This design comes from an exercise in tuning for small area on the open sky130 flow, not from production work. The RTL was checked by simulation tests, not by an equivalence proof against the original design. Power figures rest on the tool's default switching activity, not on a simulated workload.

`design/flow/config.mk`:
```
export PLATFORM = sky130hd
export DESIGN_NAME = pcie_cq_desc_parser
export DESIGN_NICKNAME = pcie_cq_desc_parser
export VERILOG_FILES = /design/flow/design.v
export SDC_FILE = /design/flow/constraint.sdc
export NUM_CORES = 4
export LEC_CHECK = 0
export CAP_MARGIN = 20
export CORE_AREA = 5 5 355 355
export DIE_AREA = 0 0 360 360
export SLEW_MARGIN = 20
```
`design/flow/constraint.sdc`:
```
create_clock -name core_clock -period 4.0 [get_ports {clk}]
set_input_delay 0.8000 -clock core_clock [delete_from_list [all_inputs] [get_ports {clk}]]
set_output_delay 0.8000 -clock core_clock [all_outputs]
set_load 0.01 [all_outputs]
```
`design/flow/design.v`:
```
module pcie_cq_desc_parser #(
   parameter int AXIS_DATA_WIDTH  = 512,
   parameter int AXIS_TUSER_WIDTH = 229
) (
   input  logic                        clk,
   input  logic                        rst,
   input  logic [AXIS_DATA_WIDTH-1:0]   s_axis_tdata,
   input  logic [AXIS_DATA_WIDTH/8-1:0] s_axis_tkeep,
   input  logic                        s_axis_tvalid,
   output logic                        s_axis_tready,
   input  logic                        s_axis_tlast,
   input  logic [AXIS_TUSER_WIDTH-1:0] s_axis_tuser,
   output logic [AXIS_DATA_WIDTH-1:0]   m_axis_tdata,
   output logic [AXIS_DATA_WIDTH/8-1:0] m_axis_tkeep,
   output logic                        m_axis_tvalid,
   input  logic                        m_axis_tready,
   output logic                        m_axis_tlast,
   output logic [AXIS_TUSER_WIDTH-1:0] m_axis_tuser,
   output logic                        desc_valid,
   input  logic                        desc_ready,
   output logic [63:0]                 desc_addr,
   output logic [1:0]                  desc_at,
   output logic [10:0]                 desc_dwc,
   output logic [3:0]                  desc_type,
   output logic [15:0]                 desc_req_id,
   output logic [7:0]                  desc_tag,
   output logic [7:0]                  desc_func,
   output logic [2:0]                  desc_bar_id,
   output logic [5:0]                  desc_bar_aperture,
   output logic [15:0]                 pkt_cnt,
   output logic [7:0]                  len_err_cnt,
   output logic                        len_err
);
   localparam int KW = AXIS_DATA_WIDTH / 8;
   localparam int BW = AXIS_DATA_WIDTH + KW + 1 + AXIS_TUSER_WIDTH;
   logic [BW-1:0] main_q, skid_q, in_beat;
   logic          main_vld_q, skid_vld_q, tready_q, in_pkt_q;
   logic [119:0]  desc_q;
   logic          desc_valid_q;
   logic [15:0]   pkt_cnt_q;
   logic          is_sop, sop_stall, acc, cap, drain;
   assign in_beat   = {s_axis_tdata, s_axis_tkeep, s_axis_tlast, s_axis_tuser};
   assign is_sop    = |s_axis_tuser[81:80];
   assign sop_stall = s_axis_tvalid && is_sop && !in_pkt_q && desc_valid_q && !desc_ready;
   assign acc       = s_axis_tvalid && tready_q && !sop_stall;
   assign cap       = acc && is_sop && !in_pkt_q;
   assign drain     = !main_vld_q || m_axis_tready;
   always_ff @(posedge clk or posedge rst) begin
      if (rst) begin
         main_vld_q   <= 1'b0;
         skid_vld_q   <= 1'b0;
         tready_q     <= 1'b0;
         in_pkt_q     <= 1'b0;
         desc_valid_q <= 1'b0;
         pkt_cnt_q    <= '0;
      end else begin
         main_vld_q   <= drain ? (skid_vld_q || acc) : 1'b1;
         skid_vld_q   <= !drain && (skid_vld_q || acc);
         tready_q     <= drain || !(skid_vld_q || acc);
         if (acc) in_pkt_q <= in_pkt_q ? !s_axis_tlast : (is_sop && !s_axis_tlast);
         desc_valid_q <= cap || (desc_valid_q && !desc_ready);
         if (cap) pkt_cnt_q <= pkt_cnt_q + 16'd1;
      end
   end
   always_ff @(posedge clk) begin
      if (!skid_vld_q) skid_q <= in_beat;
      if (drain) main_q <= skid_vld_q ? skid_q : in_beat;
      if (cap) desc_q <= {s_axis_tdata[120:80], s_axis_tdata[78:0]};
   end
   logic [6:0]  rem_q, rem_now;
   logic [11:0] dw_full, dw_sum;
   logic [7:0]  lec_q;
   logic        len_err_q, len_err_d, payload, big;
   assign dw_full = (s_axis_tdata[74:64] == 11'd0) ? 12'd1024 : {1'b0, s_axis_tdata[74:64]};
   assign dw_sum  = dw_full + 12'd3;
   assign payload = (s_axis_tdata[78:75] == 4'b0001) || (s_axis_tdata[78:75] == 4'b0011) ||
                    (s_axis_tdata[78:75] == 4'b0100) || (s_axis_tdata[78:75] == 4'b0101) ||
                    (s_axis_tdata[78:75] == 4'b0110);
   assign big     = (s_axis_tdata[74:64] == 11'd0) || (s_axis_tdata[74:64] > 11'd12);
   assign rem_now = (payload && big) ? dw_sum[10:4] : 7'd0;
   always_comb begin
      len_err_d = 1'b0;
      if (cap)                  len_err_d = s_axis_tlast && (rem_now != 7'd0);
      else if (acc && in_pkt_q) len_err_d = s_axis_tlast && (rem_q != 7'd1);
   end
   always_ff @(posedge clk) begin
      if (cap)                  rem_q <= rem_now;
      else if (acc && in_pkt_q) rem_q <= rem_q - 7'd1;
   end
   always_ff @(posedge clk or posedge rst) begin
      if (rst) begin
         lec_q     <= '0;
         len_err_q <= 1'b0;
      end else begin
         len_err_q <= len_err_d;
         if (len_err_d && lec_q != 8'hFF) lec_q <= lec_q + 8'd1;
      end
   end
   assign len_err     = len_err_q;
   assign len_err_cnt = lec_q;
   assign s_axis_tready = tready_q && !sop_stall;
   assign {m_axis_tdata, m_axis_tkeep, m_axis_tlast, m_axis_tuser} = main_q;
   assign m_axis_tvalid = main_vld_q;
   assign desc_valid        = desc_valid_q;
   assign desc_addr         = {desc_q[63:2], 2'b00};
   assign desc_at           = desc_q[1:0];
   assign desc_dwc          = desc_q[74:64];
   assign desc_type         = desc_q[78:75];
   assign desc_req_id       = desc_q[94:79];
   assign desc_tag          = desc_q[102:95];
   assign desc_func         = desc_q[110:103];
   assign desc_bar_id       = desc_q[113:111];
   assign desc_bar_aperture = desc_q[119:114];
   assign pkt_cnt           = pkt_cnt_q;
endmodule
```
`design/flow/run.sh`:
```
#!/bin/bash
# synth_recipe.tcl (not shown) runs the flow's synth.tcl, then flattens the netlist and writes it again
# the make line also repeats each setting of config.mk as NAME=value (left out here)
make -C /OpenROAD-flow-scripts/flow DESIGN_CONFIG=/design/flow/config.mk WORK_HOME=/design/flow/orfs CLKGATE_MAP_FILE= SYNTH_SCRIPT=/design/flow/synth_recipe.tcl finish
```
==> results of run 1 <==
==> cell families after synthesis <==
kind of cell               after synthesis
DFF                                   1769
xor gates and xnor gates                32
buffers and inverters                  102
and+or+nand+nor                         79
other                                    1
adders and majority gates                4
muxes                                  807
AOI/OAI and AO/OA                       18
==> impl_metrics.tcl, run 1 <==
set metrics [dict create \
    yosysWarningCount 1 \
    postSynthCellCount 2812 \
    synth_fa_ha_area_frac 0.000903 \
    synthArstFlopShare 0.0170 \
    synth_top_area_frac 0.506 \
    die_h_um 360 \
    avgSynthCellArea_um2 19.7 \
    placementRows 128 \
    synth_cell_types 43 \
    yosysTopAreaCell "edfxtp_1" \
    yosysSeqAreaShare 0.810 \
    synth_edf_count 933 \
    synth.area.top_cells "edfxtp_1 51%, dfxtp_1 29%, mux2_2 16%, dfrtp_1 1.4%, buf_2 0.73%" \
    synth_most_common_cell "edfxtp_1" \
    synth_area_um2 55400 \
    error "[ERROR PPL-0024] Number of IO pins (1767) exceeds maximum number of available positions (1300). Increase the die perimeter from 1440.00um to 2403.12um." \
    stop_stage "I/O pin placement (3_2_place_iop)" \
    status "stopped before the end" \
    synth_compound_area_frac 0.00242 \
    synth_mux_area_frac 0.164 \
    synth_ff_type "edfxtp_1" \
    synth_top_family_by_area "multiplexers" \
    synth-simple-area-share 0.00840 \
    synthXorXnorAreaFrac 0.00506 \
    synthTopCellsByCount "933 x edfxtp_1, 806 x dfxtp_1, 804 x mux2_2" \
    floorplan.initialDensity 0.455 \
    die_x_um 360 \
    ys_ff_latch 1769 \
]
==> run 2, diff against run 1 <==
--- a/design/flow/config.mk
+++ b/design/flow/config.mk
@@ -6,6 +6,6 @@
 export NUM_CORES = 4
 export LEC_CHECK = 0
 export CAP_MARGIN = 20
-export CORE_AREA = 5 5 355 355
-export DIE_AREA = 0 0 360 360
+export CORE_AREA = 5 5 895 165
+export DIE_AREA = 0 0 900 170
 export SLEW_MARGIN = 20
==> impl_metrics.tcl, run 2 <==
set metrics [dict create \
    finalSetupTns_ns 0 \
    drcViolationCount 0 \
    top_regs "main_q: 806 flops, skid_q: 806 flops, desc_q: 120 flops" \
    die_x_um 900 \
    p_leak_uw 0.0292 \
    post-route-period-util 0.947 \
    synth_most_common_cell "edfxtp_1" \
    relSlewSlack 0.369 \
    avgSynthCellArea_um2 19.7 \
    synth.area.top_cells "edfxtp_1 51%, dfxtp_1 29%, mux2_2 16%, dfrtp_1 1.4%, buf_2 0.73%" \
    hold_violations 0 \
    clock_sinks 1769 \
    postSynthCellCount 2812 \
    power_uw 45100 \
    drt_wl_total_mm 248 \
    dr_wl_met3_mm 34.6 \
    yosysTopAreaCell "edfxtp_1" \
    antenna_found_initial 74 \
    cts_hold_buf 0 \
    portBuffers 1764 \
    min_period_ns 3.79 \
    cp_max_fo 2 \
    rsz0062_at_grt "no" \
    clock-root-buffer "clkbuf_16" \
    drive_gt1_frac 0.227 \
    gp_congestion 1.08 \
    peakVddDrop_uv 381 \
    synth_top_family_by_area "multiplexers" \
    grt_pass1_vias 31700 \
    start_kind "primary input" \
    final_common_cell "clkdlybuf4s50_1" \
    synth_area_um2 55400 \
    clkTransAtPathRegs_ns 0.08 \
    ff2ff_path_depth 2 \
    maxCapViolCount 0 \
    drtPass1Iterations 6 \
    syn_to_final_growth_pct 44.6 \
    dpl.hpwl_mm 204 \
    highest_layer "met5" \
    seqCellArea_um2 44900 \
    cp_data_arrival_time_ns 2.99 \
    num-nets-final 5481 \
    synthTopCellsByCount "933 x edfxtp_1, 806 x dfxtp_1, 804 x mux2_2" \
    tightest_slew_ns 0.944 \
    ys_ff_latch 1769 \
    synthXorXnorAreaFrac 0.00506 \
    num_io_pins 1767 \
    layout.cells.non_filler 6716 \
    cts_resized 0 \
    synth_fa_ha_area_frac 0.000903 \
    drt-initial-drc-count 4396 \
    post_cts_buffers 0 \
    num_vias 34200 \
    utilization 0.571 \
    layout_common_cells "1764 x clkdlybuf4s50_1, 933 x edfxtp_1, 806 x dfxtp_1" \
    crit_type "primary input to primary output" \
    hold_class "primary input to async pin" \
    yosysWarningCount 1 \
    synth_mux_area_frac 0.164 \
    fmax_mhz 264 \
    ant_nets 0 \
    die_h_um 170 \
    grt_max_degree 95 \
    multiInputGateArea_um2 10000 \
    status "no timing/DRC/antenna violations" \
    synth_top_area_frac 0.506 \
    insertion_delay_ns 0.77 \
    skew_ns 0.0407 \
    finalSetupViolations 0 \
    numCtsBuffers 118 \
    cts_tree "built" \
    dieArea_um2 153000 \
    floorplan.initialDensity 0.395 \
    worstSetupEndpointType "primary output" \
    synth-simple-area-share 0.00840 \
    core-area_um2 140000 \
    cts_max_level 3 \
    placedCellCount 6466 \
    crit_required_ns 3.20 \
    vias_per_cell 5.09 \
    yosysSeqAreaShare 0.810 \
    m1WireLength_mm 105 \
    clk_path_buf_depth 3 \
    synthArstFlopShare 0.0170 \
    grt_pass1_wl_mm 310 \
    synth_ff_type "edfxtp_1" \
    synth_cell_types 43 \
    wl_per_cell_um 36.9 \
    wl_met2_mm 105 \
    placementRows 58 \
    grt_usage 0.310 \
    drv_slew 0 \
    power.density_nw_per_um2 563 \
    synth_compound_area_frac 0.00242 \
    grt_overflow 0 \
    synth_edf_count 933 \
    nFillCells 11100 \
]
## run 2: cells by family after synthesis
logic type | after synthesis
buffers and inverters | 102
XOR/XNOR | 32
AND/OR/NAND/NOR | 79
multiplexers | 807
adder cells (fa/ha/maj) | 4
AO/OA/AOI/OAI | 18
other | 1
flip-flops | 1769
## run 2: final cells by class
class                      instances  area share
tap                             1920      0.0300
antenna                           24    0.000749
inverter                           8    0.000375
clock inverter                    79      0.0142
clock buffer                     147      0.0395
multi-input combinational        942       0.125
timing repair buffer            1827       0.230
sequential                      1769       0.560
## run 2: power by group
| group | total (uW) | switching [uW] | internal (uW) |
|---|---|---|---|
| Clock | 14100 | 6890 | 7220 |
| Combinational | 7890 | 3910 | 3980 |
| Sequential | 23100 | 1270 | 21900 |
| Total | 45100 | 12100 | 33100 |
## run 2: worst paths after layout
path,start,endpoint,slack [ns]
max,s_axis_tuser[80],s_axis_tready,0.21
min,rst,lec_q[6],0.45
max reg2reg,skid_vld_q,main_q[116],1.54
min reg2reg,skid_q[234],skid_q[234],0.48
max in group asynchronous,rst,pkt_cnt_q[8],2.88
min in group core_clock,skid_q[234],skid_q[234],0.48
## run 2: layer usage
layer  up-vias  track usage
li1      14100            -
met1     18200        0.432
met2      1556        0.442
met3       270        0.165
met4        42       0.0318
met5         -            0
## run 2: worst max-delay path, cell delays in order
cell and delay, ns:
clkdlybuf4s50_1 0.69, nor2_1 0.31, nor3b_1 0.10, a21boi_0 0.22
buf_4 0.26, clkdlybuf4s50_1 0.58
## run 2: metrics by stage
| step | cell area, um^2 | worst slack [ns] | hold WS [ns] |
|---|---|---|---|
| floorplan | 55400 | -3.08 | 0.431 |
| CTS | 80100 | 0.299 | 0.423 |
| detailed placement | 75800 | 0.302 | 0.457 |
| global placement | 75800 | 0.317 | 0.451 |
| finish | 80100 | 0.212 | 0.447 |
| global route | 80100 | 0.140 | 0.469 |
==> run 3, diff against run 2 <==
==> design/flow/flow/run.sh (new file) <==
#!/bin/bash
# Standard ORFS layout, except that the port buffers use the smallest plain buffer cell.
set -euo pipefail
export BUFFER_PORTS_ARGS="-buffer_cell sky130_fd_sc_hd__buf_1"
bash standard.sh finish > standard_make.log 2>&1
==> design/flow/standard.sh (new file) <==
#!/bin/bash
# synth_recipe.tcl (not shown) runs the flow's synth.tcl, then flattens the netlist and writes it again
# the make line also repeats each setting of config.mk as NAME=value (left out here)
make -C /OpenROAD-flow-scripts/flow DESIGN_CONFIG=/design/flow/config.mk WORK_HOME=/design/flow/orfs CLKGATE_MAP_FILE= SYNTH_SCRIPT=/design/flow/synth_recipe.tcl "${@:-finish}"
removed: design/flow/run.sh
==> impl_metrics.tcl, run 3 <==
set metrics [dict create \
    layout_common_cells "1762 x buf_1, 933 x edfxtp_1, 806 x dfxtp_1" \
    synthTopCellsByCount "933 x edfxtp_1, 806 x dfxtp_1, 804 x mux2_2" \
    cts_tree "built" \
    top_regs "main_q: 806 flops, skid_q: 806 flops, desc_q: 120 flops" \
    synth_cell_types 43 \
    synth_area_um2 55400 \
    grt_pass1_vias 31800 \
    placedCellCount 6468 \
    cp_max_fo 4 \
    m1WireLength_mm 124 \
    synth_most_common_cell "edfxtp_1" \
    rsz0062_at_grt "no" \
    vias_per_cell 5.30 \
    crit_required_ns 3.20 \
    cp_data_arrival_time_ns 2.75 \
    hold_class "primary input to async pin" \
    skew_ns 0.0362 \
    floorplan.initialDensity 0.395 \
    drcViolationCount 0 \
    layout.cells.non_filler 6754 \
    holdWs_ns 0.0758 \
    start_kind "primary input" \
    yosysTopAreaCell "edfxtp_1" \
    clock-root-buffer "clkbuf_16" \
    synthArstFlopShare 0.0170 \
    numCtsBuffers 117 \
    synth_edf_count 933 \
    dr_wl_met3_mm 46.5 \
    synth_top_area_frac 0.506 \
    dpl.hpwl_mm 232 \
    portBuffers 1764 \
    num_io_pins 1767 \
    placed_area_um2 64800 \
    grt_overflow 0 \
    final_common_cell "buf_1" \
    syn_to_final_growth_pct 24.6 \
    min_period_ns 3.55 \
    postSynthCellCount 2812 \
    highest_layer "met5" \
    drtPass1Iterations 6 \
    synth.area.top_cells "edfxtp_1 51%, dfxtp_1 29%, mux2_2 16%, dfrtp_1 1.4%, buf_2 0.73%" \
    wl_met2_mm 103 \
    cts_resized 0 \
    core-area_um2 140000 \
    post-route-period-util 0.888 \
    wl_per_cell_um 40.9 \
    cts_hold_buf 0 \
    worstSetupEndpointType "primary output" \
    die_h_um 170 \
    antenna_found_initial 123 \
    fmax_mhz 281 \
    power.density_nw_per_um2 622 \
    post_cts_buffers 0 \
    tightest_slew_ns 1.14 \
    synth_ff_type "edfxtp_1" \
    clock_sinks 1769 \
    drt_wl_total_mm 276 \
    rrSetupSlack_ns 1.40 \
    drive_gt1_frac 0.225 \
    placementRows 58 \
    reg2reg_from "desc_valid_q" \
    peakVddDrop_uv 367 \
    cts_max_level 3 \
    crit_type "primary input to primary output" \
    clkTransAtPathRegs_ns 0.08 \
    grt_pass1_wl_mm 339 \
    yosysWarningCount 1 \
    grt_max_degree 95 \
    insertion_delay_ns 0.77 \
    drt-initial-drc-count 5315 \
    finalSetupTns_ns 0 \
    multiInputGateArea_um2 10000 \
    status "no timing/DRC/antenna violations" \
    die_x_um 900 \
    avgSynthCellArea_um2 19.7 \
    hold_violations 0 \
    dieArea_um2 153000 \
    num-nets-final 5482 \
    maxCapViolCount 0 \
    ff2ff_path_depth 6 \
    fin_area_um2 69100 \
    relSlewSlack 0.240 \
    power_uw 43000 \
    seqCellArea_um2 44900 \
    yosysSeqAreaShare 0.810 \
    ys_ff_latch 1769 \
    gp_congestion 1.15 \
    nFillCells 12400 \
    finalSetupViolations 0 \
    regToRegEndpoint "rem_q[3]" \
    drv_slew 0 \
    grt_usage 0.347 \
    num_vias 35800 \
    ant_nets 0 \
    clk_path_buf_depth 3 \
    p_leak_uw 0.0243 \
]
## run 3: changes by cell type in the layout (fill, tap and decap cells not counted), moves of 4 or more
| cell | before | now |
|---|---|---|
| buf_12 | 22 | 27 |
| buf_1 | 0 | 1762 |
| diode_2 | 24 | 64 |
| clkinv_4 | 7 | 3 |
| clkinv_2 | 28 | 21 |
| bufinv_16 | 23 | 16 |
| clkinvlp_4 | 7 | 14 |
| buf_4 | 41 | 37 |
| clkdlybuf4s50_1 | 1764 | 0 |
## run 3: how the worst max path moves through the flow
stage               depth (start not counted)  slack [ns]       endpoint             start
CTS                                         4        0.71  s_axis_tready      desc_valid_q
finish                                      5        0.45  s_axis_tready  s_axis_tuser[80]
detailed placement                          6        0.73       rem_q[3]  s_axis_tuser[80]
global route                                4        0.65  s_axis_tready      desc_valid_q
floorplan                                   3       -3.08     skid_vld_q     m_axis_tready
global placement                            5        0.75  s_axis_tready  s_axis_tuser[80]
## run 3: area by class of cell
class,count,area share
Timing Repair Buffer,1829,0.108
Tap cell,1920,0.0348
Sequential cell,1769,0.650
Clock inverter,73,0.0134
Clock buffer,149,0.0454
Inverter,8,0.000435
Multi-Input combinational cell,942,0.145
Antenna cell,64,0.00232
## run 3: per-layer routing
metal | track usage | vias to the layer above
met5 | 0 | -
met4 | 0.0369 | 72
met1 | 0.529 | 19100
met3 | 0.203 | 311
met2 | 0.425 | 2159
li1 | - | 14200
## run 3: logic make-up (layout without fill, tap and decap cells)
family,count (synthesis),in the layout,share of synthesized area
AND/OR/NAND/NOR,79,79,0.00840
adder cells (fa/ha/maj),4,4,0.000903
AO/OA/AOI/OAI,18,18,0.00242
flip-flops,1769,1769,0.810
buffers and inverters,102,2059,0.00887
multiplexers,807,807,0.164
XOR/XNOR,32,32,0.00506
other,1,66,0.0000677
## run 3: per-stage QoR
step	setup slack (ns)	utilization
detailed placement	0.725	0.462
CTS	0.708	0.491
finish	0.447	0.492
global route	0.648	0.491
global placement	0.748	0.462
floorplan	-3.08	-
## run 3: worst max-delay path, cell delays in order
cell and delay, ns:
buf_1 0.25, nor2_1 0.44, nor3b_1 0.13, a21boi_0 0.86, buf_1 0.26
## run 3: report_power, final
| part | switching [uW] | internal (uW) |
|---|---|---|
| clock | 6880 | 6710 |
| sequential | 1190 | 21900 |
| combinational | 4410 | 1920 |
| total | 12500 | 30500 |
==> run 4, diff against run 3 <==
--- a/design/flow/config.mk
+++ b/design/flow/config.mk
@@ -6,6 +6,6 @@
 export NUM_CORES = 4
 export LEC_CHECK = 0
 export CAP_MARGIN = 20
-export CORE_AREA = 5 5 895 165
-export DIE_AREA = 0 0 900 170
+export CORE_AREA = 5 5 895 110
+export DIE_AREA = 0 0 900 115
 export SLEW_MARGIN = 20
==> impl_metrics.tcl, run 4 <==
set metrics [dict create \
    floorplan.initialDensity 0.603 \
    power.density_nw_per_um2 580 \
    synth_most_common_cell "edfxtp_1" \
    p_leak_uw 0.0239 \
    clkTransAtPathRegs_ns 0.09 \
    post-route-period-util 0.683 \
    yosysWarningCount 1 \
    synth_top_area_frac 0.506 \
    clock-root-buffer "clkbuf_16" \
    grt_max_degree 122 \
    synth_cell_types 43 \
    cpPeakStageDelay_ns 0.36 \
    drtPass1Iterations 5 \
    drt_wl_total_mm 124 \
    clk_path_buf_depth 3 \
    clock_sinks 1769 \
    status "no timing/DRC/antenna violations" \
    relSlewSlack 0.448 \
    grt_pass1_wl_mm 179 \
    grt_overflow 0 \
    gp_congestion 0.826 \
    cp_slowest_cell "dfrtp_1" \
    holdWs_ns 0.138 \
    start_kind "flop" \
    worstPathCellList "nor2b_1 -> nor3b_1 -> a21boi_0 -> buf_1" \
    crit_required_ns 3.20 \
    yosysTopAreaCell "edfxtp_1" \
    maxCapViolCount 0 \
    dpl.hpwl_mm 90.6 \
    portBuffers 1764 \
    ant_nets 0 \
    numCtsBuffers 101 \
    skew_ns 0.0185 \
    wl_per_cell_um 20.7 \
    insertion_delay_ns 0.69 \
    grt_usage 0.230 \
    synth_ff_type "edfxtp_1" \
    avgSynthCellArea_um2 19.7 \
    hold_class "primary input to async pin" \
    pre_cts_slack_ns 1.34 \
    synth_area_um2 55400 \
    rsz0062_at_grt "no" \
    die_x_um 900 \
    crit_type "flop to primary output" \
    drcViolationCount 0 \
    vias_per_cell 4.93 \
    num_vias 29700 \
    dieArea_um2 104000 \
    cts_resized 0 \
    post_cts_buffers 0 \
    synthArstFlopShare 0.0170 \
    ys_ff_latch 1769 \
    cts_max_level 3 \
    core-area_um2 92000 \
    worstSetupEndpointType "primary output" \
    drv_slew 0 \
    critical_path_buf_inv_count 1 \
    top_regs "main_q: 806 flops, skid_q: 806 flops, desc_q: 120 flops" \
    fmax_mhz 366 \
    nFillCells 6278 \
    fin_ws_ns 1.27 \
    cts_tree "built" \
    drt-initial-drc-count 1747 \
    yosysSeqAreaShare 0.810 \
    postSynthCellCount 2812 \
    placementRows 38 \
    layout_common_cells "1764 x buf_1, 933 x edfxtp_1, 806 x dfxtp_1" \
    tightest_slew_ns 0.828 \
    final_common_cell "buf_1" \
    peakVddDrop_uv 392 \
    grt_pass1_vias 31500 \
    drive_gt1_frac 0.219 \
    num-nets-final 5460 \
    die_h_um 115 \
    cts_hold_buf 0 \
    num_io_pins 1767 \
    synth.area.top_cells "edfxtp_1 51%, dfxtp_1 29%, mux2_2 16%, dfrtp_1 1.4%, buf_2 0.73%" \
    cp_top_family "simple AND/OR/NAND/NOR gates" \
    synthTopCellsByCount "933 x edfxtp_1, 806 x dfxtp_1, 804 x mux2_2" \
    syn_to_final_growth_pct 21.5 \
    synth_edf_count 933 \
    cp_data_arrival_time_ns 1.93 \
    cp_max_fo 4 \
    hold_violations 0 \
    finalSetupViolations 0 \
    min_period_ns 2.73 \
    antenna_found_initial 6 \
]
-- run 4: layout make-up --
class,instances,area (um^2),area share
antenna,8,20.0,0.000297
clock buffer,149,3020,0.0449
clock inverter,39,388,0.00576
inverter,8,30.0,0.000446
multi-input combinational,942,10000,0.149
sequential,1769,44900,0.667
tap,1280,1600,0.0238
timing repair buffer,1823,7300,0.108
-- run 4: power by group --
| part | switching (uW) | internal, uW | leakage, uW |
|---|---|---|---|
| clock network | 5990 | 5760 | 0.00169 |
| registers | 682 | 21800 | 0.0165 |
| logic | 2870 | 1890 | 0.00579 |
-- run 4: final timing paths --
| kind | start | to | slack [ns] | depth (start not counted) |
|---|---|---|---|---|
| max | desc_valid_q | s_axis_tready | 1.27 | 4 |
| min | rst | pkt_cnt_q[8] | 0.14 | 3 |
| min in group core_clock | s_axis_tdata[92] | desc_q[91] | 0.30 | 1 |
| max in group asynchronous | rst | skid_vld_q | 3.53 | 3 |
| min reg2reg | skid_q[154] | skid_q[154] | 0.47 | 1 |
| max reg2reg | skid_vld_q | main_q[786] | 1.76 | 3 |
-- run 4: tightest hold or removal path, stage by stage --
cell and delay [ns]:
buf_1 0.07, inv_1 0.04, buf_4 0.34
-- run 4: routing by layer --
metal | vias to the layer above | part of all wire | routed length [um] | global-route usage
met2 | 516 | 0.60 | 74300 | 0.481
met1 | 14900 | 0.33 | 41500 | 0.229
li1 | 14000 | - | - | -
met3 | 230 | 0.038 | 4760 | 0.0507
met4 | 4 | 0.029 | 3650 | 0.0730
met5 | - | 0.00018 | 22 | 0
-- run 4: through the flow --
step / instance area [um^2] / setup TNS (ns) / power [uW] / std cells / utilization
CTS: 67300 / 0 / 39400 / 6010 / 0.732
detailed placement: 63900 / 0 / 27800 / 5822 / 0.695
global route: 67300 / 0 / 40800 / 6013 / 0.732
floorplan: 55400 / -2346.70 / 25800 / 2813 / -
finish: 67300 / 0 / 39000 / 6018 / 0.732
global placement: 63900 / 0 / 27500 / 5822 / 0.695
-- run 4: kinds of logic after synthesis --
kind of cell | count (synthesis) | share of synthesized area
muxes | 807 | 0.164
adders and majority gates | 4 | 0.000903
xor gates and xnor gates | 32 | 0.00506
and+or+nand+nor | 79 | 0.00840
buffers and inverters | 102 | 0.00887
other | 1 | 0.0000677
AOI/OAI and AO/OA | 18 | 0.00242
DFF | 1769 | 0.810
==> run 5, diff against run 4 <==
--- a/design/flow/config.mk
+++ b/design/flow/config.mk
@@ -7,5 +7,8 @@
 export LEC_CHECK = 0
 export CAP_MARGIN = 20
 export CORE_AREA = 5 5 895 110
+export CTS_BUF_LIST = sky130_fd_sc_hd__clkbuf_16
+export CTS_CLUSTER_DIAMETER = 100
+export CTS_CLUSTER_SIZE = 24
 export DIE_AREA = 0 0 900 115
 export SLEW_MARGIN = 20
==> impl_metrics.tcl, run 5 <==
set metrics [dict create \
    status "no timing/DRC/antenna violations" \
    drt_wl_total_mm 123 \
    die_x_um 900 \
    synth_cell_types 43 \
    worstPathCellList "nor2b_1 -> nor3b_1 -> a21boi_0 -> buf_1" \
    start_kind "flop" \
    cp_max_fo 4 \
    post-route-period-util 0.678 \
    synth.area.top_cells "edfxtp_1 51%, dfxtp_1 29%, mux2_2 16%, dfrtp_1 1.4%, buf_2 0.73%" \
    yosysSeqAreaShare 0.810 \
    ant_nets 0 \
    placementRows 38 \
    tightest_slew_ns 0.794 \
    min_period_ns 2.71 \
    numCtsBuffers 83 \
    power_uw 36800 \
    reg2reg_from "skid_vld_q" \
    synth_top_area_frac 0.506 \
    clock_sinks 1769 \
    grt_overflow 0 \
    floorplan.initialDensity 0.603 \
    synthTopCellsByCount "933 x edfxtp_1, 806 x dfxtp_1, 804 x mux2_2" \
    hold_violations 0 \
    rsz0062_at_grt "no" \
    relSlewSlack 0.471 \
    ff2ff_path_depth 3 \
    cp_slowest_cell "dfrtp_1" \
    grt_pass1_vias 31300 \
    dpl.hpwl_mm 90.6 \
    insertion_delay_ns 0.66 \
    cpPeakStageDelay_ns 0.36 \
    clk_path_buf_depth 3 \
    gp_congestion 0.826 \
    grt_pass1_wl_mm 178 \
    drt-initial-drc-count 1766 \
    fmax_mhz 369 \
    worstSetupEndpointType "primary output" \
    yosysTopAreaCell "edfxtp_1" \
    crit_type "flop to primary output" \
    utilization 0.721 \
    fin_ws_ns 1.29 \
    layout_common_cells "1764 x buf_1, 933 x edfxtp_1, 806 x dfxtp_1" \
    peakVddDrop_uv 337 \
    vias_per_cell 4.92 \
    synthArstFlopShare 0.0170 \
    power.density_nw_per_um2 554 \
    regToRegEndpoint "main_q[781]" \
    finalSetupViolations 0 \
    skew_ns 0.0240 \
    p_leak_uw 0.0237 \
    grt_max_degree 122 \
    post_cts_buffers 0 \
    num_vias 29400 \
    cts_hold_buf 0 \
    die_h_um 115 \
    num-nets-final 5442 \
    rrSetupSlack_ns 1.78 \
    pre_cts_slack_ns 1.34 \
    yosysWarningCount 1 \
    cts_tree "built" \
    synth_edf_count 933 \
    antenna_found_initial 6 \
    dieArea_um2 104000 \
    avgSynthCellArea_um2 19.7 \
    num_io_pins 1767 \
    crit_required_ns 3.20 \
    top_regs "main_q: 806 flops, skid_q: 806 flops, desc_q: 120 flops" \
    cts_max_level 3 \
    synth_area_um2 55400 \
    wl_per_cell_um 20.6 \
    drive_gt1_frac 0.205 \
    postSynthCellCount 2812 \
    cts_resized 0 \
    drv_slew 0 \
    hold_class "primary input to async pin" \
    core-area_um2 92000 \
    drcViolationCount 0 \
    portBuffers 1764 \
    final_common_cell "buf_1" \
    syn_to_final_growth_pct 19.6 \
    grt_usage 0.228 \
    maxCapViolCount 0 \
    synth_most_common_cell "edfxtp_1" \
    synth_ff_type "edfxtp_1" \
    clkTransAtPathRegs_ns 0.10 \
    ys_ff_latch 1769 \
    cp_data_arrival_time_ns 1.91 \
    drtPass1Iterations 5 \
    clock-root-buffer "clkbuf_16" \
]
## run 5: cell types whose count changed in the layout (fill, tap and decap cells not counted), sizes merged
cell / change
clkbuf: -64
inv: +62
clkinv: -23
bufinv: -7
clkinvlp: -3
## run 5: logic make-up after synthesis
logic type / share of synthesized area
AOI/OAI and AO/OA: 0.00242
xor gates and xnor gates: 0.00506
adders and majority gates: 0.000903
buffers and inverters: 0.00887
DFF: 0.810
muxes: 0.164
other: 0.0000677
and+or+nand+nor: 0.00840
## run 5: where the power goes
| part | internal, uW | switching [uW] |
|---|---|---|
| Clock | 3920 | 5580 |
| Combinational | 1890 | 2860 |
| Sequential | 21800 | 679 |
| Total | 27600 | 9120 |
## run 5: final cells by class
cell class,instances,area [um^2]
Fill cell,6385,25700
Antenna cell,8,20.0
Multi-Input combinational cell,942,10000
Sequential cell,1769,44900
Tap cell,1280,1600
Clock inverter,68,270
Inverter,8,30.0
Timing Repair Buffer,1823,7300
Clock buffer,85,2130
## run 5: per-stage QoR
step	TNS [ns]	cells	instance area (um^2)	hold WS [ns]
2_1_floorplan	-2346.70	2813	55400	0.431
3_3_place_gp	0	5822	63900	0.447
3_5_place_dp	0	5822	63900	0.456
4_1_cts	0	5975	66300	0.123
5_1_grt	0	5978	66300	0.160
6_report	0	5983	66300	0.162
## run 5: worst max-delay path by stage
stage               cells after the start  slack, ns            end     startpoint
finish                                  4       1.29  s_axis_tready   desc_valid_q
global route                            4       1.09  s_axis_tready   desc_valid_q
CTS                                     4       1.23  s_axis_tready   desc_valid_q
detailed placement                      7       1.34   pkt_cnt_q[6]  s_axis_tvalid
global placement                        7       1.42   pkt_cnt_q[6]  s_axis_tvalid
floorplan                               3      -3.08     skid_vld_q  m_axis_tready
## run 5: layer usage
| metal | track usage | vias to the layer above | routed length (um) |
|---|---|---|---|
| li1 | - | 14000 | - |
| met1 | 0.229 | 14800 | 41400 |
| met2 | 0.478 | 484 | 73500 |
| met3 | 0.0498 | 220 | 4620 |
| met4 | 0.0698 | 4 | 3520 |
| met5 | 0 | - | 27 |
## run 5: worst max-delay path: cells and delay by family (launching register included)
family,cells,cell delay (ns)
AOI/OAI and AO/OA,1,0.12
and+or+nand+nor,2,0.62
buffers and inverters,1,0.14
DFF,1,0.36
==> run 6, diff against run 5 <==
--- a/design/flow/config.mk
+++ b/design/flow/config.mk
@@ -9,6 +9,6 @@
 export CORE_AREA = 5 5 895 110
 export CTS_BUF_LIST = sky130_fd_sc_hd__clkbuf_16
 export CTS_CLUSTER_DIAMETER = 100
-export CTS_CLUSTER_SIZE = 24
+export CTS_CLUSTER_SIZE = 28
 export DIE_AREA = 0 0 900 115
 export SLEW_MARGIN = 20
==> impl_metrics.tcl, run 6 <==
set metrics [dict create \
    grt_max_degree 122 \
    num_vias 29400 \
    synth.area.top_cells "edfxtp_1 51%, dfxtp_1 29%, mux2_2 16%, dfrtp_1 1.4%, buf_2 0.73%" \
    cts_tree "built" \
    num_io_pins 1767 \
    dieArea_um2 104000 \
    rrSetupSlack_ns 1.76 \
    numCtsBuffers 73 \
    relSlewSlack 0.466 \
    min_period_ns 2.75 \
    clock_sinks 1769 \
    seq_power_share 0.622 \
    cts_hold_buf 0 \
    hold_class "primary input to async pin" \
    status "no timing/DRC/antenna violations" \
    final_common_cell "buf_1" \
    fin_ws_ns 1.25 \
    worstSetupEndpointType "primary output" \
    placed_area_um2 63900 \
    clock-root-buffer "clkbuf_16" \
    nFillCells 6395 \
    wl_per_cell_um 20.5 \
    seqCellArea_um2 44900 \
    cp_max_fo 4 \
    antenna_found_initial 7 \
    cts_resized 0 \
    postSynthCellCount 2812 \
    drive_gt1_frac 0.204 \
    core-area_um2 92000 \
    tightest_slew_ns 0.801 \
    drv_slew 0 \
    pre_cts_slack_ns 1.34 \
    p_leak_uw 0.0235 \
    ff2ff_path_depth 3 \
    die_x_um 900 \
    pwr-share-clk 0.247 \
    p_sw_frac 0.248 \
    floorplan.initialDensity 0.603 \
    grt_usage 0.227 \
    grt_pass1_wl_mm 177 \
    vias_per_cell 4.93 \
    portBuffers 1764 \
    grt_pass1_vias 31200 \
    avgSynthCellArea_um2 19.7 \
    synthTopCellsByCount "933 x edfxtp_1, 806 x dfxtp_1, 804 x mux2_2" \
    synth_most_common_cell "edfxtp_1" \
    maxCapViolCount 0 \
    synthArstFlopShare 0.0170 \
    num-nets-final 5432 \
    insertion_delay_ns 0.66 \
    synth_ff_type "edfxtp_1" \
    synth_top_area_frac 0.506 \
    top_regs "main_q: 806 flops, skid_q: 806 flops, desc_q: 120 flops" \
    clkTransAtPathRegs_ns 0.11 \
    cts_max_level 3 \
    fmax_mhz 363 \
    layout_common_cells "1764 x buf_1, 933 x edfxtp_1, 806 x dfxtp_1" \
    crit_type "flop to primary output" \
    drcViolationCount 0 \
    post_cts_buffers 0 \
    reg2reg_from "skid_vld_q" \
    p_comb_frac 0.131 \
    drt-initial-drc-count 1642 \
    cp_data_arrival_time_ns 1.95 \
    post-route-period-util 0.688 \
    startpoint "desc_valid_q" \
    yosysSeqAreaShare 0.810 \
    power.switching_uw 8990 \
    crit_required_ns 3.20 \
    drtPass1Iterations 4 \
    peakVddDrop_uv 401 \
    synth_cell_types 43 \
    ant_nets 0 \
    fin_area_um2 66000 \
    synth_edf_count 933 \
    start_kind "flop" \
    synth_area_um2 55400 \
    yosysTopAreaCell "edfxtp_1" \
    grt_overflow 0 \
    p_int_uw 27200 \
    power.density_nw_per_um2 548 \
    rsz0062_at_grt "no" \
    placementRows 38 \
    finalSetupTns_ns 0 \
    syn_to_final_growth_pct 19.2 \
    skew_ns 0.0240 \
    hold_violations 0 \
    gp_congestion 0.826 \
    ys_ff_latch 1769 \
    multiInputGateArea_um2 10000 \
    drt_wl_total_mm 122 \
    die_h_um 115 \
    dpl.hpwl_mm 90.6 \
    yosysWarningCount 1 \
    clk_path_buf_depth 3 \
    finalSetupViolations 0 \
    regToRegEndpoint "main_q[760]" \
]
run 6: power by group through the flow:
| stage | Clock, uW | Combinational (uW) | Sequential (uW) |
|---|---|---|---|
| 2_1_floorplan | 0 | 2020 | 23800 |
| 3_3_place_gp | 0 | 4690 | 22800 |
| 3_5_place_dp | 0 | 4840 | 23000 |
| 4_1_cts | 9160 | 4860 | 22500 |
| 5_1_grt | 10000 | 5130 | 22700 |
| 6_report | 8950 | 4740 | 22500 |
run 6: worst max path at each step:
stage / endpoint / slack (ns) / cells after the start
floorplan: skid_vld_q / -3.08 / 3
global route: s_axis_tready / 1.05 / 4
global placement: pkt_cnt_q[6] / 1.42 / 7
detailed placement: pkt_cnt_q[6] / 1.34 / 7
CTS: s_axis_tready / 1.19 / 4
finish: s_axis_tready / 1.25 / 4
run 6: final cells by class:
cell class | instances | area share
multi-input cells | 942 | 0.152
clock buffers | 75 | 0.0284
flip-flops and latches | 1769 | 0.680
clock inverters | 58 | 0.00392
well taps | 1280 | 0.0243
repair buffers | 1823 | 0.111
inverters | 8 | 0.000455
diodes | 9 | 0.000341
run 6: layer usage:
metal	global-route usage	vias up	routed length, um	share of wire
met5	0	-	27	0.00022
met4	0.0701	4	3700	0.030
met3	0.0484	214	4650	0.038
met2	0.479	496	73400	0.60
met1	0.224	14700	40400	0.33
li1	-	13900	-	-
run 6: kinds of logic after synthesis:
kind of cell | share of synthesized area
muxes | 0.164
buffers and inverters | 0.00887
other | 0.0000677
adders and majority gates | 0.000903
AOI/OAI and AO/OA | 0.00242
and+or+nand+nor | 0.00840
DFF | 0.810
xor gates and xnor gates | 0.00506
run 6: critical path: stages, from the launching register on:
cell and delay, ns:
dfrtp_1 0.39, nor2b_1 0.37, nor3b_1 0.28, a21boi_0 0.12, buf_1 0.14
run 6: per-stage QoR:
step	cells	power (uW)	util	hold WS, ns
3_3_place_gp	5822	27500	0.695	0.447
5_1_grt	5959	37900	0.718	0.166
6_report	5964	36200	0.718	0.172
2_1_floorplan	2813	25800	-	0.431
4_1_cts	5955	36600	0.718	0.135
3_5_place_dp	5822	27800	0.695	0.456
==> run 7, diff against run 6 <==
--- a/design/flow/config.mk
+++ b/design/flow/config.mk
@@ -6,9 +6,9 @@
 export NUM_CORES = 4
 export LEC_CHECK = 0
 export CAP_MARGIN = 20
-export CORE_AREA = 5 5 895 110
+export CORE_AREA = 5 5 895 95
 export CTS_BUF_LIST = sky130_fd_sc_hd__clkbuf_16
 export CTS_CLUSTER_DIAMETER = 100
-export CTS_CLUSTER_SIZE = 28
-export DIE_AREA = 0 0 900 115
+export CTS_CLUSTER_SIZE = 24
+export DIE_AREA = 0 0 900 100
 export SLEW_MARGIN = 20
==> impl_metrics.tcl, run 7 <==
set metrics [dict create \
    synth_compound_area_frac 0.00242 \
    die_x_um 900 \
    drv_slew 0 \
    synth-simple-area-share 0.00840 \
    min_period_ns 2.76 \
    synthXorXnorAreaFrac 0.00506 \
    start_kind "flop" \
    dpl.hpwl_mm 92.7 \
    core-area_um2 77400 \
    clk_path_buf_depth 3 \
    yosysTopAreaCell "edfxtp_1" \
    drive_gt1_frac 0.210 \
    numCtsBuffers 83 \
    portBuffers 1764 \
    vias_per_cell 5.19 \
    final_common_cell "buf_1" \
    cts_resized 0 \
    cp_max_fo 4 \
    post_cts_buffers 0 \
    synth_mux_area_frac 0.164 \
    postSynthCellCount 2812 \
    grt_pass1_wl_mm 187 \
    ant_nets 0 \
    grt_max_degree 106 \
    floorplan.initialDensity 0.716 \
    hold_violations 0 \
    fmax_mhz 362 \
    insertion_delay_ns 0.67 \
    synth_ff_type "edfxtp_1" \
    synthTopCellsByCount "933 x edfxtp_1, 806 x dfxtp_1, 804 x mux2_2" \
    dieArea_um2 90000 \
    top_regs "main_q: 806 flops, skid_q: 806 flops, desc_q: 120 flops" \
    power_uw 37000 \
    cts_tree "built" \
    clock-root-buffer "clkbuf_16" \
    die_h_um 100 \
    num-nets-final 5466 \
    post-route-period-util 0.690 \
    layout.cells.non_filler 5811 \
    power.density_nw_per_um2 559 \
    maxCapViolCount 0 \
    synth_area_um2 55400 \
    grt_pass1_vias 32800 \
    placedCellCount 5654 \
    synth_top_area_frac 0.506 \
    grt_overflow 0 \
    relSlewSlack 0.407 \
    skew_ns 0.0185 \
    holdWs_ns 0.188 \
    p_leak_uw 0.0238 \
    synthArstFlopShare 0.0170 \
    avgSynthCellArea_um2 19.7 \
    hold_class "primary input to async pin" \
    num_io_pins 1767 \
    layout_common_cells "1764 x buf_1, 933 x edfxtp_1, 806 x dfxtp_1" \
    gp_congestion 0.817 \
    syn_to_final_growth_pct 19.6 \
    cts_max_level 3 \
    finalSetupTns_ns 0 \
    synth.area.top_cells "edfxtp_1 51%, dfxtp_1 29%, mux2_2 16%, dfrtp_1 1.4%, buf_2 0.73%" \
    synth_cell_types 43 \
    drtPass1Iterations 5 \
    crit_required_ns 3.20 \
    synth_fa_ha_area_frac 0.000903 \
    drt-initial-drc-count 1730 \
    drcViolationCount 0 \
    ys_ff_latch 1769 \
    drt_wl_total_mm 128 \
    synth_most_common_cell "edfxtp_1" \
    clkTransAtPathRegs_ns 0.11 \
    synth_edf_count 933 \
    yosysWarningCount 1 \
    num_vias 30200 \
    yosysSeqAreaShare 0.810 \
    placementRows 32 \
    wl_per_cell_um 22.0 \
    crit_type "flop to primary output" \
    clock_sinks 1769 \
    rsz0062_at_grt "no" \
    antenna_found_initial 3 \
    tightest_slew_ns 0.890 \
    finalSetupViolations 0 \
    worstSetupEndpointType "primary output" \
    cts_hold_buf 0 \
    grt_usage 0.274 \
    status "no timing/DRC/antenna violations" \
    nFillCells 3750 \
    peakVddDrop_uv 346 \
    synth_top_family_by_area "multiplexers" \
    cp_data_arrival_time_ns 1.96 \
]
==> run 7: cell counts after synthesis <==
Identical to the previous run, type by type.
==> run 7: worst max-delay path, stage by stage (launching register included) <==
cell and delay [ns]:
dfrtp_1 0.35, nor2b_1 0.36, nor3b_1 0.31, a21boi_0 0.13, buf_1 0.14
==> run 7: per-stage QoR <==
| stage | instance area, um^2 | worst slack (ns) | util |
|---|---|---|---|
| after global routing | 66200 | 1.09 | 0.856 |
| after CTS | 66200 | 1.22 | 0.856 |
| after floorplan | 55400 | -3.08 | - |
| after global placement | 63800 | 1.43 | 0.824 |
| final | 66300 | 1.24 | 0.856 |
| after detailed placement | 63800 | 1.41 | 0.824 |
==> run 7: worst paths after layout <==
| path | slack, ns | startpoint | cells past startpoint | to |
|---|---|---|---|---|
| min | 0.19 | rst | 2 | desc_valid_q |
| min in group core_clock | 0.32 | s_axis_tdata[27] | 1 | desc_q[27] |
| max | 1.24 | desc_valid_q | 4 | s_axis_tready |
| max reg2reg | 1.69 | skid_vld_q | 3 | main_q[780] |
| max in group asynchronous | 3.29 | rst | 3 | pkt_cnt_q[10] |
| min reg2reg | 0.48 | skid_q[771] | 1 | skid_q[771] |
==> run 7: cell families after synthesis <==
group	Yosys count
compound gates	18
xor+xnor	32
fa+ha+maj	4
buf+inv	102
flops	1769
mux	807
other cells	1
simple gates	79
==> run 7: power breakdown <==
| part | switching, uW | leakage [uW] | internal [uW] |
|---|---|---|---|
| Clock | 5650 | 0.00142 | 4000 |
| Sequential | 745 | 0.0165 | 21800 |
| Combinational | 2910 | 0.00591 | 1920 |
| Total | 9300 | 0.0238 | 27800 |
==> run 7: layer usage <==
layer  vias up  global-route usage  wire length, um  share of wire
met2       703               0.564            74400           0.58
li1      14000                   -                -              -
met5         -                   0               20        0.00016
met4         4              0.0984             4880          0.038
met1     15200               0.278            43000           0.34
met3       305              0.0582             5340          0.042
==> run 7: final cells by class <==
cell class                      count  area, um^2  share of cell area
Antenna cell                        5        12.5            0.000189
Clock buffer                       87        2180              0.0329
Clock inverter                     65         254             0.00383
Inverter                            8        30.0            0.000453
Multi-Input combinational cell    942       10000               0.152
Sequential cell                  1769       44900               0.678
Tap cell                         1088        1360              0.0205
Timing Repair Buffer             1847        7480               0.113

## what the ideal ports hide
The results above use ideal ports. As a check the final layouts listed here were re-extracted and re-timed, cells and wires unchanged.
Step 1, drivers: a clkbuf_16 drives clk and a buf_2 each remaining input, both assumed.
Step 2 times the ports against the registers' clock, not the clock port: input delays grow and output delays shrink by t, the midpoint of the rising clock arrivals with the driver on.
Three values: ideal ports, drivers, drivers and shift; two values: the first two.
run | t, ns | setup WS [ns] | worst setup path after step 2 | worst register clock-pin slew, ns
run 2 | 0.804 | 0.212 / 0.015 / 0.015 | input to output | 0.09 / 0.09
run 3 | 0.808 | 0.447 / 0.180 / 0.180 | input to output | 0.09 / 0.09
run 4 | 0.786 | 1.270 / 1.164 / 1.343 | input to register | 0.10 / 0.10
run 5 | 0.762 | 1.290 / 1.185 / 1.375 | input to register | 0.10 / 0.10
run 6 | 0.758 | 1.247 / 1.141 / 1.355 | input to register | 0.12 / 0.12
run 7 | 0.765 | 1.238 / 1.133 / 1.371 | input to register | 0.11 / 0.11
After both steps every run listed still meets setup and hold. For run 3, which loses most, drivers alone change the setup slack by -0.267 ns; drivers and shift together by -0.267 ns.
